This design comes from an exercise in tuning for small area on the open sky130 flow, not from production work.
The RTL was checked by simulation tests, not by an equivalence proof against the original design.
No activity file was given, so power comes from the tool's default toggle rates.

==> inputs of try-nickel <==
## pipe_reg_file
module pipe_reg_file #(
    parameter int unsigned DATA_W   = 32'd32,
    parameter int unsigned ADDR_W   = 32'd5,
    parameter int unsigned NUM_RD   = 32'd2,
    parameter int unsigned ZERO_REG = 32'd1
) (
    input  logic                       clock,
    input  logic                       reset,
    input  logic [NUM_RD*ADDR_W-1:0]   rd_addr,
    output logic [NUM_RD*DATA_W-1:0]   rd_data,
    output logic [NUM_RD-1:0]          rd_busy,
    input  logic                       wr_enable,
    input  logic [ADDR_W-1:0]          wr_addr,
    input  logic [DATA_W-1:0]          wr_data,
    input  logic                       issue_valid,
    input  logic [ADDR_W-1:0]          issue_addr,
    output logic [ADDR_W:0]            busy_count
);
==> module pipe_reg_file, before the edit <==
module pipe_reg_file #(
    parameter int unsigned DATA_W   = 32'd32,
    parameter int unsigned ADDR_W   = 32'd5,
    parameter int unsigned NUM_RD   = 32'd2,
    parameter int unsigned ZERO_REG = 32'd1
) (
    input  logic                       clock,
    input  logic                       reset,
    input  logic [NUM_RD*ADDR_W-1:0]   rd_addr,
    output logic [NUM_RD*DATA_W-1:0]   rd_data,
    output logic [NUM_RD-1:0]          rd_busy,
    input  logic                       wr_enable,
    input  logic [ADDR_W-1:0]          wr_addr,
    input  logic [DATA_W-1:0]          wr_data,
    input  logic                       issue_valid,
    input  logic [ADDR_W-1:0]          issue_addr,
    output logic [ADDR_W:0]            busy_count
);
    localparam int unsigned DEPTH = 32'd1 << ADDR_W;    
    logic [DEPTH-1:1][DATA_W-1:0] regs_r;
    logic [DEPTH-1:1][DATA_W-1:0] regs_next_s;
    logic [DEPTH-1:1]  busy_r;
    logic [ADDR_W:0]   busy_count_r;
    logic              wr_ok_s;
    logic              iss_ok_s;
    logic [DEPTH-1:1]  wr_dec_s;
    logic [DEPTH-1:1]  iss_dec_s;
    logic [DEPTH-1:1]  ld_s;         
    logic [DEPTH-1:1]  ld_n_s;
    logic [DATA_W-1:0] ld_data_s;    
    logic              wr_was_busy_s;
    logic              iss_was_busy_s;
    logic              cnt_inc_s;
    logic              cnt_dec_s;
    always_comb begin
        wr_ok_s  = wr_enable   && (wr_addr    != '0);
        iss_ok_s = issue_valid && (issue_addr != '0);
        for (int i = 1; i < int'(DEPTH); i++) begin
            wr_dec_s[i]  = wr_enable   && (wr_addr    == ADDR_W'(i));
            iss_dec_s[i] = issue_valid && (issue_addr == ADDR_W'(i));
            ld_s[i]      = reset || wr_dec_s[i];
            ld_n_s[i]    = !ld_s[i];
        end
        ld_data_s = reset ? '0 : wr_data;
    end
    for (genvar i = 1; i < int'(DEPTH); i++) begin : g_reg
        for (genvar b = 0; b < int'(DATA_W); b++) begin : g_bit
            pipe_reg_file_ld u_ld (
                .ld  (ld_s[i]),
                .ldn (ld_n_s[i]),
                .d   (ld_data_s[b]),
                .q   (regs_r[i][b]),
                .y   (regs_next_s[i][b])
            );
        end
    end
    always_ff @(posedge clock) begin
        regs_r <= regs_next_s;
    end
    pipe_reg_file_sel1 u_wr_busy  (.sel(wr_dec_s),  .d(busy_r), .y(wr_was_busy_s));
    pipe_reg_file_sel1 u_iss_busy (.sel(iss_dec_s), .d(busy_r), .y(iss_was_busy_s));
    always_comb begin
        cnt_inc_s = iss_ok_s && !iss_was_busy_s;
        cnt_dec_s = wr_was_busy_s && !(iss_ok_s && (issue_addr == wr_addr));
    end
    always_ff @(posedge clock) begin
        if (reset) begin
            busy_r       <= '0;
            busy_count_r <= '0;
        end else begin
            busy_r  <= (busy_r & ~wr_dec_s) | iss_dec_s;
            if (cnt_inc_s && !cnt_dec_s)      busy_count_r <= busy_count_r + 1'b1;
            else if (cnt_dec_s && !cnt_inc_s) busy_count_r <= busy_count_r - 1'b1;
        end
    end
    for (genvar k = 0; k < int'(NUM_RD); k++) begin : g_rd
        logic [ADDR_W-1:0] ra;
        logic [DEPTH-1:1]  dec;      
        logic              busy_lk;
        assign ra = rd_addr[k*ADDR_W +: ADDR_W];
        always_comb begin
            for (int i = 1; i < int'(DEPTH); i++) begin
                dec[i] = (ra == ADDR_W'(i));
            end
        end
        pipe_reg_file_sel1 u_busy (.sel(dec), .d(busy_r), .y(busy_lk));
        assign rd_busy[k] = busy_lk || (wr_ok_s && (wr_addr == ra));
        for (genvar b = 0; b < int'(DATA_W); b++) begin : g_bit
            logic [DEPTH-1:1] col;
            for (genvar i = 1; i < int'(DEPTH); i++) begin : g_col
                assign col[i] = regs_r[i][b];
            end
            pipe_reg_file_sel1 u_sel (.sel(dec), .d(col), .y(rd_data[k*DATA_W + b]));
        end
    end
    assign busy_count = busy_count_r;
endmodule
==> module pipe_reg_file_sel1, before the edit <==
module pipe_reg_file_sel1 (
    input  logic [31:1] sel,
    input  logic [31:1] d,
    output logic        y
);
    logic [10:0] part_n;
    for (genvar g = 0; g < 10; g++) begin : g_grp
        pipe_reg_file_aoi222 u_aoi (
            .a1 (sel[3*g+1]), .a2 (d[3*g+1]),
            .b1 (sel[3*g+2]), .b2 (d[3*g+2]),
            .c1 (sel[3*g+3]), .c2 (d[3*g+3]),
            .y  (part_n[g])
        );
    end
    pipe_reg_file_nand2  u_last (.a(sel[31]), .b(d[31]), .y(part_n[10]));
    pipe_reg_file_nand11 u_or   (.a(part_n), .y(y));
endmodule
==> flow/config.mk <==
export PLATFORM = sky130hd
export DESIGN_NAME = pipe_reg_file
export DESIGN_NICKNAME = pipe_reg_file
export VERILOG_FILES = /design/flow/design.v
export SDC_FILE = /design/flow/constraint.sdc
export NUM_CORES = 4
export LEC_CHECK = 0
export CAP_MARGIN = 10
export CORE_MARGIN = 2
export CORE_UTILIZATION = 45
export CTS_BUF_LIST = sky130_fd_sc_hd__clkbuf_16
export CTS_CLUSTER_DIAMETER = 80
export CTS_CLUSTER_SIZE = 28
export PLACE_DENSITY = 0.8
export SLEW_MARGIN = 10
export SYNTH_HIERARCHICAL = 1
export SYNTH_MINIMUM_KEEP_SIZE = 0
==> flow/constraint.sdc <==
create_clock -name core_clock -period 8.0 [get_ports {clock}]
set_input_delay 1.6000 -clock core_clock [delete_from_list [all_inputs] [get_ports {clock}]]
set_output_delay 1.6000 -clock core_clock [all_outputs]
set_load 0.01 [all_outputs]
standard.sh (not shown) runs the stock make flow with config.mk's settings and CLKGATE_MAP_FILE= SYNTH_SCRIPT=/design/flow/synth_recipe.tcl, a recipe that flattens the netlist after the stock synthesis.
==> flow/flow/run.sh <==
#!/bin/bash
set -e
export BUFFER_PORTS_ARGS="-buffer_cell sky130_fd_sc_hd__buf_1"
export CTS_ARGS="-sink_clustering_enable -repair_clock_nets -sink_clustering_size 28 -sink_clustering_max_diameter 80 -buf_list sky130_fd_sc_hd__clkbuf_16 -dont_use_dummy_load"
bash standard.sh > standard.log 2>&1
==> try-yarrow: changes against try-nickel <==
==> flow/design.v (replaced) <==
module pipe_reg_file #(
    parameter int unsigned DATA_W   = 32'd32,
    parameter int unsigned ADDR_W   = 32'd5,
    parameter int unsigned NUM_RD   = 32'd2,
    parameter int unsigned ZERO_REG = 32'd1
) (
    input  logic                       clock,
    input  logic                       reset,
    input  logic [NUM_RD*ADDR_W-1:0]   rd_addr,
    output logic [NUM_RD*DATA_W-1:0]   rd_data,
    output logic [NUM_RD-1:0]          rd_busy,
    input  logic                       wr_enable,
    input  logic [ADDR_W-1:0]          wr_addr,
    input  logic [DATA_W-1:0]          wr_data,
    input  logic                       issue_valid,
    input  logic [ADDR_W-1:0]          issue_addr,
    output logic [ADDR_W:0]            busy_count
);
    localparam int unsigned DEPTH = 32'd1 << ADDR_W;    
    localparam int unsigned NGRP  = (DEPTH - 1) / 3;    
    logic [DEPTH-1:1][DATA_W-1:0] regs_r;
    logic [DEPTH-1:1][DATA_W-1:0] regs_next_s;
    logic [DEPTH-1:1]  valid_r;
    logic [DEPTH-1:1]  busy_r;
    logic [ADDR_W:0]   busy_count_r;
    logic [DEPTH-1:1]  wr_dec_s;
    logic [DEPTH-1:1]  wr_dec_n_s;
    logic [DEPTH-1:1]  iss_dec_s;
    logic              wr_was_busy_s;
    logic              iss_was_busy_s;
    logic              cnt_inc_s;
    logic              cnt_dec_s;
    always_comb begin
        for (int i = 1; i < int'(DEPTH); i++) begin
            wr_dec_s[i]   = wr_enable   && (wr_addr    == ADDR_W'(i));
            wr_dec_n_s[i] = !wr_dec_s[i];
            iss_dec_s[i]  = issue_valid && (issue_addr == ADDR_W'(i));
        end
    end
    for (genvar i = 1; i < int'(DEPTH); i++) begin : g_reg
        for (genvar b = 0; b < int'(DATA_W); b++) begin : g_bit
            pipe_reg_file_ld u_ld (
                .ld  (wr_dec_s[i]),
                .ldn (wr_dec_n_s[i]),
                .d   (wr_data[b]),
                .q   (regs_r[i][b]),
                .y   (regs_next_s[i][b])
            );
        end
    end
    always_ff @(posedge clock) begin
        regs_r <= regs_next_s;
    end
    always_comb begin
        wr_was_busy_s  = |(busy_r & wr_dec_s);
        iss_was_busy_s = |(busy_r & iss_dec_s);
        cnt_inc_s      = (|iss_dec_s) && !iss_was_busy_s;
        cnt_dec_s      = wr_was_busy_s && !(|(wr_dec_s & iss_dec_s));
    end
    always_ff @(posedge clock) begin
        if (reset) begin
            valid_r      <= '0;
            busy_r       <= '0;
            busy_count_r <= '0;
        end else begin
            valid_r <= valid_r | wr_dec_s;
            busy_r  <= (busy_r & ~wr_dec_s) | iss_dec_s;
            if (cnt_inc_s && !cnt_dec_s)      busy_count_r <= busy_count_r + 1'b1;
            else if (cnt_dec_s && !cnt_inc_s) busy_count_r <= busy_count_r - 1'b1;
        end
    end
    for (genvar k = 0; k < int'(NUM_RD); k++) begin : g_rd
        logic [ADDR_W-1:0] ra;
        logic [DEPTH-1:1]  dec;      
        logic [DEPTH-1:1]  sel;      
        assign ra = rd_addr[k*ADDR_W +: ADDR_W];
        always_comb begin
            for (int i = 1; i < int'(DEPTH); i++) begin
                dec[i] = (ra == ADDR_W'(i));
                sel[i] = dec[i] && valid_r[i];
            end
            rd_busy[k] = |(dec & (busy_r | wr_dec_s));
        end
        for (genvar b = 0; b < int'(DATA_W); b++) begin : g_bit
            logic [NGRP:0] part_n;   
            for (genvar g = 0; g < int'(NGRP); g++) begin : g_grp
                pipe_reg_file_aoi222 u_aoi (
                    .a1 (sel[3*g+1]), .a2 (regs_r[3*g+1][b]),
                    .b1 (sel[3*g+2]), .b2 (regs_r[3*g+2][b]),
                    .c1 (sel[3*g+3]), .c2 (regs_r[3*g+3][b]),
                    .y  (part_n[g])
                );
            end
            pipe_reg_file_nand2 u_last (
                .a (sel[DEPTH-1]), .b (regs_r[DEPTH-1][b]), .y (part_n[NGRP])
            );
            pipe_reg_file_nand11 u_or (
                .a (part_n), .y (rd_data[k*DATA_W + b])
            );
        end
    end
    assign busy_count = busy_count_r;
endmodule
module pipe_reg_file_ld (
    input  logic ld,
    input  logic ldn,
    input  logic d,
    input  logic q,
    output logic y
);
    assign y = (ld & d) | (ldn & q);
endmodule
module pipe_reg_file_aoi222 (
    input  logic a1, a2, b1, b2, c1, c2,
    output logic y
);
    assign y = !((a1 & a2) | (b1 & b2) | (c1 & c2));
endmodule
module pipe_reg_file_nand2 (
    input  logic a, b,
    output logic y
);
    assign y = !(a & b);
endmodule
module pipe_reg_file_nand11 (
    input  logic [10:0] a,
    output logic        y
);
    assign y = !(&a);
endmodule
==> flow/run.sh (new file) <==
#!/bin/bash
# synth_recipe.tcl (not shown) runs the flow's synth.tcl, then flattens the netlist and writes it again
# the make line also repeats each setting of config.mk as NAME=value (left out here)
make -C /OpenROAD-flow-scripts/flow DESIGN_CONFIG=/design/flow/config.mk WORK_HOME=/design/flow/orfs CLKGATE_MAP_FILE= SYNTH_SCRIPT=/design/flow/synth_recipe.tcl finish
==> flow/config.mk (replaced) <==
export PLATFORM = sky130hd
export DESIGN_NAME = pipe_reg_file
export DESIGN_NICKNAME = pipe_reg_file
export VERILOG_FILES = /design/flow/design.v
export SDC_FILE = /design/flow/constraint.sdc
export NUM_CORES = 4
export LEC_CHECK = 0
export CAP_MARGIN = 0
export CORE_MARGIN = 2
export CORE_UTILIZATION = 45
export CTS_BUF_LIST = sky130_fd_sc_hd__clkbuf_8
export CTS_CLUSTER_DIAMETER = 60
export CTS_CLUSTER_SIZE = 14
export SLEW_MARGIN = 0
export SYNTH_HIERARCHICAL = 1
export SYNTH_MINIMUM_KEEP_SIZE = 0
removed: flow/flow/run.sh
removed: flow/standard.sh
==> comparison table <==
item	try-nickel	try-yarrow
P&R area growth vs syn	10.6%	14.4%
Number of standard cells after synthesis	3530	3588
Routed length on met1	60.9 mm	77.8 mm
Synthesis-stage register bit count	1029	1060
Wire length on met3	33.4 mm	28.7 mm
Reported clock group power	2630 uW	3260 uW
Post-placement cell area	43700 um2	45500 um2
Count of clock-net buffers in the final layout	44	104
Status	complete, no violations	complete, no violations
Inverters excl. clock	37	38
Fraction of the cycle the final worst path needs	82.1%	90.8%
Pre-antenna DRT Iters	15	11
Number of cells on the critical path	7	9
Core Util, Final	50.0%	51.8%
Final WS setup	1.43 ns	0.734 ns
Average size of a mapped cell	11.5 um2	11.5 um2
Synth Area in XOR/XNOR	0.389%	0.127%
Arrival time reported for the critical path endpoint	4.97 ns	5.67 ns
Die boundary width	304 um	307 um
Mux cell area share after synthesis	0.0247%	0.0756%
Number of cells in the finished layout apart from fillers	4934	5196
Initial cell density of the core	45.2%	45.3%

[afterwards: timing with drivers on the ports]
How much do the figures lean on ideal ports? The routed layouts below were timed once more, with nothing changed but the port constraints. Step 1 (the two cells are an assumption about what drives the block):
set clk [get_ports {clock}]
set_driving_cell -lib_cell sky130_fd_sc_hd__clkbuf_16 $clk
set_driving_cell -lib_cell sky130_fd_sc_hd__buf_2 [delete_from_list [all_inputs] $clk]
Step 2, shift: input delay + t, output delay - t, t = (earliest + latest rising clock arrival at the registers) / 2. This alone moves slack from input paths to output paths. a / b / c = no drivers / after step 1 / after step 2; a / b = the first two.
run | t, ns | setup slack, ns | worst setup path at the end | slew at the worst register clock pin (ns)
try-nickel | 0.699 | 1.428 / 1.312 / 1.312 | input to output | 0.12 / 0.12
try-yarrow | 0.841 | 0.734 / 0.706 / 0.706 | input to output | 0.10 / 0.10
After both steps setup and hold are still met in every run listed. The setup slack of try-nickel, which loses most, moves by -0.116 ns with the drivers and by -0.116 ns with both steps.
